From an optimization exercise on the open Yosys and OpenROAD flow, aimed at small area and a short achievable clock period; shortcuts taken in it are not production practice.
Only simulation tests tie the RTL to the original design; equivalence was not proved.
No activity file was given, so power comes from the tool's default toggle rates.

**flow/config.mk**
```make
export PLATFORM = sky130hd
export DESIGN_NAME = rv_exec_top
export DESIGN_NICKNAME = rv_exec_top
export VERILOG_FILES = /design/flow/design.v
export SDC_FILE = /design/flow/constraint.sdc
export NUM_CORES = 4
export LEC_CHECK = 0
export ABC_AREA = 1
export CAP_MARGIN = 20
export CORE_MARGIN = 2
export CORE_UTILIZATION = 40
export SETUP_SLACK_MARGIN = 2.3
export SLEW_MARGIN = 20
```
**flow/constraint.sdc**
```tcl
create_clock -name core_clock -period 5.0 [get_ports {clk}]
set_input_delay 1.0000 -clock core_clock [delete_from_list [all_inputs] [get_ports {clk}]]
set_output_delay 1.0000 -clock core_clock [all_outputs]
set_load 0.01 [all_outputs]
```
**flow/design.v**
```verilog
`default_nettype none
package rv_exec_pkg;
    typedef logic [31:0] word_t;
    typedef logic [4:0]  reg_idx_t;
    typedef logic [2:0]  funct3_t;
    localparam int lo_w = 4;
endpackage
`default_nettype wire
`default_nettype none
module rv_add #(
    parameter int W = 32
) (
    input  logic [W-1:0] a,
    input  logic [W-1:0] b,
    input  logic         cin,
    output logic [W:0]   s
);
    assign s = {1'b0, a} + {1'b0, b} + {{W{1'b0}}, cin};
endmodule
`default_nettype wire
`default_nettype none
module rv_decode (
    input  logic                  clk,
    input  logic                  resetb,
    input  logic                  in_valid,
    input  rv_exec_pkg::word_t    in_insn,
    input  rv_exec_pkg::word_t    in_pc,
    input  rv_exec_pkg::word_t    in_rs1_data,
    input  rv_exec_pkg::word_t    in_rs2_data,
    output logic                  d_valid,
    output rv_exec_pkg::word_t    d_op1,       
    output logic [31:rv_exec_pkg::lo_w] d_op2_hi,  
    output logic                  d_cy,        
    output logic [29:0]           d_pc,        
    output logic                  d_sel_sum,   
    output logic                  d_sel_sh,    
    output logic                  d_sh_r,      
    output logic                  d_sh_a,      
    output logic                  d_k_and,     
    output logic                  d_k_xor,     
    output logic                  d_sel_lt,    
    output logic                  d_sel_link,  
    output logic                  d_uns,       
    output rv_exec_pkg::reg_idx_t d_rd,
    output logic                  d_rd_we,     
    output logic                  d_ill,       
    output logic                  d_take       
);
    localparam int L = rv_exec_pkg::lo_w;
    logic [6:0] opc;
    logic [2:0] f3;
    logic       is_op, is_opi, is_lui, is_auipc, is_jal, is_jalr, is_br, is_alu;
    logic       f7_ok, br_f3_ok, legal, jal_mis, jalr_mis;
    logic       eq, ltu, lts, cond;
    logic       sub, shift_op, logic_op, sum_op, k_and, k_xor;
    rv_exec_pkg::word_t imm_i, imm_u, imm_j, imm_b, adda, addb, addb_x, op1;
    logic [31:L] op2_hi;
    logic [L:0]  lo_s;
    assign opc = in_insn[6:0];
    assign f3  = in_insn[14:12];
    assign is_op    = (opc == 7'b0110011);
    assign is_opi   = (opc == 7'b0010011);
    assign is_lui   = (opc == 7'b0110111);
    assign is_auipc = (opc == 7'b0010111);
    assign is_jal   = (opc == 7'b1101111);
    assign is_jalr  = (opc == 7'b1100111);
    assign is_br    = (opc == 7'b1100011);
    assign is_alu   = is_op || is_opi;
    assign f7_ok    = (in_insn[31:25] == 7'h00) || (in_insn[31:25] == 7'h20);
    assign br_f3_ok = (f3[2:1] != 2'b01);
    assign jal_mis  = in_insn[21];
    assign jalr_mis = in_rs1_data[1] ^ in_insn[21] ^ (in_rs1_data[0] & in_insn[20]);
    assign eq   = (in_rs1_data == in_rs2_data);
    assign ltu  = (in_rs1_data < in_rs2_data);
    assign lts  = (in_rs1_data[31] != in_rs2_data[31]) ? in_rs1_data[31] : ltu;
    assign cond = f3[0] ^ (f3[2] ? (f3[1] ? ltu : lts) : eq);
    assign legal = (is_op && f7_ok) || is_opi || is_lui || is_auipc ||
                   (is_jal && !jal_mis) || (is_jalr && !jalr_mis) ||
                   (is_br && br_f3_ok && !(cond && in_insn[8]));
    assign imm_i = {{20{in_insn[31]}}, in_insn[31:20]};
    assign imm_u = {in_insn[31:12], 12'h0};
    assign imm_j = {{12{in_insn[31]}}, in_insn[19:12], in_insn[20], in_insn[30:21], 1'b0};
    assign imm_b = {{20{in_insn[31]}}, in_insn[7], in_insn[30:25], in_insn[11:8], 1'b0};
    always_comb begin
        if (in_insn[6]) adda = (in_insn[2] && !in_insn[3]) ? in_rs1_data : in_pc;
        else            adda = (in_insn[2] && !in_insn[5]) ? in_pc : in_rs1_data;
        if (in_insn[4] && in_insn[2] && in_insn[5]) adda = '0;
        if (in_insn[3])                     addb = imm_j;
        else if (in_insn[4] && in_insn[2])  addb = imm_u;
        else if (in_insn[6] && !in_insn[2]) addb = imm_b;
        else if (in_insn[5] && !in_insn[2]) addb = in_rs2_data;
        else                                addb = imm_i;
    end
    assign sub = !in_insn[6] && !in_insn[2] && !f3[2] && (f3[1] || (in_insn[5] && in_insn[30]));
    assign addb_x = addb ^ {32{sub}};
    rv_add #(.W(L)) i_lo_add (.a(adda[L-1:0]), .b(addb_x[L-1:0]), .cin(sub), .s(lo_s));
    assign k_and = f3[1];
    assign k_xor = !(f3[1] && f3[0]);
    assign shift_op = !in_insn[6] && !in_insn[2] && (f3[1:0] == 2'b01);
    assign logic_op = !in_insn[6] && !in_insn[2] && f3[2] && (f3[1:0] != 2'b01);
    assign sum_op   = !in_insn[6] && (in_insn[2] || f3 == 3'd0);
    always_comb begin
        op1 = adda;
        if (logic_op)
            op1[L-1:0] = ({L{k_and}} & adda[L-1:0] & addb_x[L-1:0]) |
                         ({L{k_xor}} & (adda[L-1:0] ^ addb_x[L-1:0]));
        else if (!shift_op)
            op1[L-1:0] = lo_s[L-1:0];
        op2_hi = addb_x[31:L];
        if (shift_op) op2_hi[L+4:L] = addb[4:0];
    end
    always_ff @(posedge clk or negedge resetb) begin
        if (!resetb) d_valid <= 1'b0;
        else         d_valid <= in_valid;
    end
    always_ff @(posedge clk) begin
        d_op1      <= op1;
        d_op2_hi   <= op2_hi;
        d_cy       <= lo_s[L];
        d_pc       <= in_pc[31:2];
        d_sel_sum  <= sum_op;
        d_sel_sh   <= shift_op;
        d_sh_r     <= f3[2];
        d_sh_a     <= in_insn[30];
        d_k_and    <= logic_op && k_and;
        d_k_xor    <= logic_op && k_xor;
        d_sel_lt   <= is_alu && f3[2:1] == 2'b01;
        d_sel_link <= in_insn[6] && in_insn[2];
        d_uns      <= f3[0];
        d_rd       <= in_insn[11:7];
        d_rd_we    <= legal && !is_br && (in_insn[11:7] != 5'd0);
        d_ill      <= !legal;
        d_take     <= (is_jal && !jal_mis) || (is_jalr && !jalr_mis) ||
                      (is_br && br_f3_ok && cond && !in_insn[8]);
    end
endmodule
`default_nettype wire
`default_nettype none
module rv_alu (
    input  logic                  d_sel_sum,
    input  logic                  d_sel_sh,
    input  logic                  d_sh_r,
    input  logic                  d_sh_a,
    input  logic                  d_k_and,
    input  logic                  d_k_xor,
    input  logic                  d_sel_lt,
    input  logic                  d_sel_link,
    input  logic                  d_uns,
    input  rv_exec_pkg::word_t    d_op1,
    input  logic [31:rv_exec_pkg::lo_w] d_op2_hi,
    input  logic                  d_cy,
    input  logic [29:0]           pc4,
    output rv_exec_pkg::word_t    sum,          
    output rv_exec_pkg::word_t    alu_result
);
    localparam int L = rv_exec_pkg::lo_w;
    logic [32-L:0]  hi_s;
    logic [31:L]    a_hi;
    logic           lt;
    logic [4:0]     shamt;
    logic [32:0]    sr_in;
    rv_exec_pkg::word_t rev_in, sr_out, rev_out, sh_res;
    assign a_hi = d_op1[31:L];
    rv_add #(.W(32 - L)) i_hi_add (.a(a_hi), .b(d_op2_hi), .cin(d_cy), .s(hi_s));
    assign shamt = d_op2_hi[L+4:L];
    always_comb begin
        for (int i = 0; i < 32; i++) rev_in[i] = d_op1[31 - i];
    end
    assign sr_in  = d_sh_r ? {d_sh_a & d_op1[31], d_op1} : {1'b0, rev_in};
    assign sr_out = rv_exec_pkg::word_t'($signed(sr_in) >>> shamt);
    always_comb begin
        for (int i = 0; i < 32; i++) rev_out[i] = sr_out[31 - i];
    end
    assign sh_res = d_sh_r ? sr_out : rev_out;
    assign sum = {hi_s[31-L:0], d_op1[L-1:0]};
    assign lt  = (!d_uns && (a_hi[31] == d_op2_hi[31])) ? a_hi[31] : !hi_s[32-L];
    always_comb begin
        if (d_sel_lt)        alu_result = {31'h0, lt};
        else if (d_sel_link) alu_result = {pc4, 2'b00};
        else if (d_sel_sh)   alu_result = sh_res;
        else begin
            alu_result[L-1:0]  = d_op1[L-1:0];
            alu_result[31:L]   = ({(32 - L){d_sel_sum}} & hi_s[31-L:0]) |
                                 ({(32 - L){d_k_and}} & a_hi & d_op2_hi) |
                                 ({(32 - L){d_k_xor}} & (a_hi ^ d_op2_hi));
        end
    end
endmodule
`default_nettype wire
`default_nettype none
module rv_branch (
    input  logic [29:0]        d_pc,
    input  rv_exec_pkg::word_t sum,
    input  logic               d_take,
    output logic [29:0]        pc4,
    output logic [29:0]        next_pc      
);
    logic [29:0] below;
    logic [5:0]  blk_ones;
    logic [6:0]  blk_in;
    always_comb begin
        for (int k = 0; k < 6; k++) blk_ones[k] = &d_pc[5 * k +: 5];
        blk_in[0] = 1'b1;
        for (int k = 0; k < 6; k++) blk_in[k + 1] = blk_in[k] & blk_ones[k];
        for (int k = 0; k < 6; k++) begin
            below[5 * k] = blk_in[k];
            for (int j = 1; j < 5; j++) below[5 * k + j] = below[5 * k + j - 1] & d_pc[5 * k + j - 1];
        end
    end
    assign pc4     = d_pc ^ below;
    assign next_pc = d_take ? sum[31:2] : pc4;
endmodule
`default_nettype wire
`default_nettype none
module rv_retire (
    input  logic                    clk,
    input  logic                    resetb,
    input  logic                    d_valid,
    input  rv_exec_pkg::reg_idx_t   d_rd,
    input  logic                    d_rd_we,
    input  logic                    d_ill,
    input  rv_exec_pkg::word_t      result,
    input  logic [29:0]             next_pc,
    output logic                    out_valid,
    output rv_exec_pkg::reg_idx_t   out_rd,
    output logic                    out_rd_we,
    output rv_exec_pkg::word_t      out_result,
    output rv_exec_pkg::word_t      out_next_pc,
    output logic                    out_illegal
);
    logic [29:0] npc_q;
    always_ff @(posedge clk or negedge resetb) begin
        if (!resetb) out_valid <= 1'b0;
        else         out_valid <= d_valid;
    end
    always_ff @(posedge clk) begin
        out_rd      <= d_rd;
        out_rd_we   <= d_rd_we;
        out_result  <= result;
        npc_q       <= next_pc;
        out_illegal <= d_ill;
    end
    assign out_next_pc = {npc_q, 2'b00};
endmodule
`default_nettype wire
`default_nettype none
module rv_exec_top (
    input  logic                  clk,
    input  logic                  resetb,
    input  logic                  in_valid,
    input  rv_exec_pkg::word_t    in_insn,
    input  rv_exec_pkg::word_t    in_pc,
    input  rv_exec_pkg::word_t    in_rs1_data,
    input  rv_exec_pkg::word_t    in_rs2_data,
    output logic                  out_valid,
    output rv_exec_pkg::reg_idx_t out_rd,
    output logic                  out_rd_we,
    output rv_exec_pkg::word_t    out_result,
    output rv_exec_pkg::word_t    out_next_pc,
    output logic                  out_illegal
);
    logic                  d_valid;
    rv_exec_pkg::word_t    d_op1;
    logic [31:rv_exec_pkg::lo_w] d_op2_hi;
    logic                  d_cy;
    logic [29:0]           d_pc;
    logic                  d_sel_sum, d_sel_sh, d_sh_r, d_sh_a, d_k_and, d_k_xor;
    logic                  d_sel_lt, d_sel_link, d_uns;
    rv_exec_pkg::reg_idx_t d_rd;
    logic                  d_rd_we, d_ill, d_take;
    rv_exec_pkg::word_t    sum, alu_result;
    logic [29:0]           pc4, next_pc;
    rv_decode i_decode (
        .clk, .resetb, .in_valid, .in_insn, .in_pc, .in_rs1_data, .in_rs2_data,
        .d_valid, .d_op1, .d_op2_hi, .d_cy, .d_pc, .d_sel_sum, .d_sel_sh, .d_sh_r, .d_sh_a,
        .d_k_and, .d_k_xor, .d_sel_lt, .d_sel_link, .d_uns, .d_rd, .d_rd_we, .d_ill, .d_take
    );
    rv_alu i_alu (
        .d_sel_sum, .d_sel_sh, .d_sh_r, .d_sh_a, .d_k_and, .d_k_xor, .d_sel_lt, .d_sel_link,
        .d_uns, .d_op1, .d_op2_hi, .d_cy, .pc4, .sum, .alu_result
    );
    rv_branch i_branch (
        .d_pc, .sum, .d_take, .pc4, .next_pc
    );
    rv_retire i_retire (
        .clk, .resetb, .d_valid, .d_rd, .d_rd_we, .d_ill, .result(alu_result), .next_pc,
        .out_valid, .out_rd, .out_rd_we, .out_result, .out_next_pc, .out_illegal
    );
endmodule
`default_nettype wire
```
**flow/flow/run.sh**
```bash
#!/bin/bash
# The standard layout, with plain buffers on the ports instead of the
# delay cells buffer_ports picks by default.
set -euo pipefail
export BUFFER_PORTS_ARGS="-buffer_cell sky130_fd_sc_hd__buf_1"
bash standard.sh > flow_make.log 2>&1
```
**flow/standard.sh**
```bash
#!/bin/bash
# synth_recipe.tcl (not shown) runs the flow's synth.tcl, then flattens the netlist and writes it again
# the make line also repeats each setting of config.mk as NAME=value (left out here)
make -C /OpenROAD-flow-scripts/flow DESIGN_CONFIG=/design/flow/config.mk WORK_HOME=/design/flow/orfs CLKGATE_MAP_FILE= SYNTH_SCRIPT=/design/flow/synth_recipe.tcl "${@:-finish}"
```
==> impl_metrics.ini <==
[status]
status = complete, no violations

[global_routing]
grt_usage_pct = 35.1
grt_max_degree = 48
grt_pass1_wl_um = 93000
grt_pass1_vias = 14900
grt.overflow.total = 0
antenna_found_initial = 2

[routing]
routedWlPerCell_um = 22.5
post_drt_via_cell_ratio = 5.71
drc = 0
drtIter0Drc = 1859
route.vias.total = 16100
first_pass_iters = 6
routed_wl_um = 63400
antenna_left = 0

[sta]
rsz0062_at_grt = yes
finalCritPeriodShare_pct = 52.0
max_slew.worst_pin.slew_ns = 0.899
skew_ns = 0.0179
drv_slew = 0
timing.fmax_mhz = 385
hold_viol = 0
setup_viol = 0
relSlewSlack_pct = 40.0
fin_crit_ns = 2.60
finalSetupTns_ns = 0

[yosys]
syn_avg_cell_area_um2 = 6.15
synth_flop_cell = dfxtp_1
synth_top_family_by_area = simple AND/OR/NAND/NOR gates
yosys_register_bits = 179
ys_seq_area_share_pct = 26.4
synthSimpleGateAreaFrac_pct = 38.2
synth_fa_ha_area_share_pct = 8.34
synthCells = 2216
synth-edff-count = 0
synth_area_mm2 = 0.0136
synth_top_area_share_pct = 26.0
muxShareOfSynthArea_pct = 0
yosys_warnings = 4
synth_top_cell_by_area = dfxtp_1
synth-compound-area-share_pct = 14.2
yosysUniqueCellTypes = 43
async_reset_ff_share_pct = 1.12
synth_area_leaders = dfxtp_1, nand3_1, nand2_1
synth_xor_area_share_pct = 2.88

[floorplan]
rows = 67
die_h_um = 189
io_pins = 203
initial_core_util_pct = 40.6
coreArea_mm2 = 0.0335
die_w_um = 189
die_area_mm2 = 0.0356

[clocking]
cts_buffer_depth = 2
htreeDepth = 4
cts_buffers = 17
cts_tree = done
clkLatencyLatePin_ns = 0.47
path_clk_slew_ns = 0.08
cts.sinks = 179
root_buffer = clkbuf_16

[job]
maxCapViolCount = 0

[placement]
place_congestion = 0.998
dpl-instance-area_mm2 = 0.0147
numPortBuffers = 200
hpwl_um = 50800
dp_cells = 2777

[worst_hold_path]
hold_class = in -> async

[pwr]
ir_worst_vdd_uv = 257
power.density_mw_per_mm2 = 330
p_total_uw = 5190
p_leak_uw = 0.00762

[final_layout]
areaGrowthSynthToFinish_pct = 15.6
drive_gt1_share_pct = 6.02
nets = 2584
antenna_cells = 0
fin_util_pct = 47.0
final_area_mm2 = 0.0158
layout_common_cells = nand2_1, nand3_1, inv_1, buf_1, dfxtp_1
fin_cells = 2825
layout_commonest_cell = nand2_1

[worst_setup_path]
worst-setup-path-type = in -> reg
arrival_ns = 2.94
slowest_delay_ns = 0.38
cp_max_fo = 5
critPathCaptureType = flop
r2r_slack_ns = 2.41
start_kind = input port
r2r-start = i_decode.d_op2_hi[4]$_DFF_P_
required_ns = 5.34
cp_cell_sequence = buf_1 -> a21oi_1 -> nor3_4 -> nor2_1 -> a21oi_2 -> inv_1 -> fa_2 -> xnor2_1 -> a32oi_1 -> nand2_1
cp_num_buf_inv = 2
cp_top_family = compound AO/OA/AOI/OAI gates
worstReg2RegEnd = i_retire.out_result[30]$_SDFF_PP0_
reg2reg_depth = 15
critPathSlowestCell = fa_2
[flip-flops by register name (all words and copies together) (netlist names), 5 cells and up]
name                 flops
i_decode.d_op1          32
i_retire.out_result     32
i_decode.d_pc           30
i_retire.npc_q          30
i_decode.d_op2_hi       28
i_decode.d_rd            5
i_retire.out_rd          5
[repair_timing]
action                     in CTS  in global routing
cloned                          2                  1
resized for setup              31                 57
setup endpoints to repair      37                 47
pin swaps                       6                 10
setup buffers                   8                  5
hold buffers                    0                  0
[how the worst max path moves through the flow]
stage,cells after the start,start,endpoint,slack (ns)
2_1_floorplan,12,in_insn[3],i_decode.d_op1[1]$_DFF_P_,2.30
3_3_place_gp,13,in_insn[6],i_decode.d_op1[1]$_DFF_P_,1.40
3_5_place_dp,13,in_insn[6],i_decode.d_op1[2]$_DFF_P_,1.38
4_1_cts,14,in_insn[2],i_decode.d_op1[3]$_DFF_P_,2.30
5_1_grt,15,in_insn[5],i_decode.d_op1[3]$_DFF_P_,2.25
6_report,10,in_insn[30],i_decode.d_op1[2]$_DFF_P_,2.40
[cells by family (layout without fill, tap and decap cells)]
kind of cell	after synthesis	in the layout
other	1	2
AOI/OAI and AO/OA	353	353
buffers and inverters	355	514
adders and majority gates	89	89
and+or+nand+nor	1195	1196
DFF	179	179
xor gates and xnor gates	44	44
[cell type report]
cell class	instances	area, um2
clock buffers	19	443
clock inverters	13	168
fillers	3608	17800
inverters	242	948
multi-input cells	1684	8880
flip-flops and latches	179	3610
well taps	448	561
repair buffers	239	1130
repair inverters	1	8.76
[cell usage after synthesis, types with 4 or more instances]
cell type	count
nand4_1	17
or2_2	5
ha_1	86
o21ai_1	11
inv_1	231
clkbuf_1	73
nor3_1	18
buf_1	24
o22ai_1	4
o211ai_1	34
buf_2	13
nand2_1	581
xor2_1	39
o221ai_1	11
clkinv_1	4
nor2_1	86
inv_2	7
dfxtp_1	177
xnor2_1	4
a21oi_1	168
o21ai_0	113
nand3_1	472
[per-stage QoR]
stage | hold slack [ns] | setup slack (ns)
after floorplan | 0.310 | 2.30
after CTS | 0.295 | 2.30
after detailed placement | 0.313 | 1.38
after global placement | 0.317 | 1.40
final | 0.310 | 2.40
after global routing | 0.301 | 2.25
[where the power goes]
part	switching, uW	internal, uW
clock network	679	771
logic	1330	633
registers	196	1580
[metal layers]
metal / global-route usage, % / up-vias / share of wire [%]
li1: - / 7714 / -
met2: 53.1 / 869 / 42
met4: 16.0 / 2 / 5.0
met3: 6.54 / 140 / 8.1
met1: 48.4 / 7406 / 44
met5: 0 / - / 0.017

[re-timing with driven ports]
The flow's constraints put no driver on any port. The routed layout listed below was extracted and timed again, unchanged, in two steps.
Step 1 assumes that a clkbuf_16 drives the clock port and a buf_2 every other input.
Step 2 moves the port delays by t, midway between the first and last clock arrival at a register: inputs arrive t later, outputs are due t later. That takes back most of the time a late clock gives input paths.
Three values: ideal, step 1, step 2; two values: the first two.
shift t [ns]: 0.508
slack for setup (ns): 2.402 / 2.408 / 1.911
worst hold slack (ns): 0.310 / 0.287 / 0.331
latest minus earliest clock arrival (ns): 0.019 / 0.018
After both steps this run still meets setup and hold. The setup slack of this run moves by +0.006 ns with the drivers and by -0.491 ns with both steps.
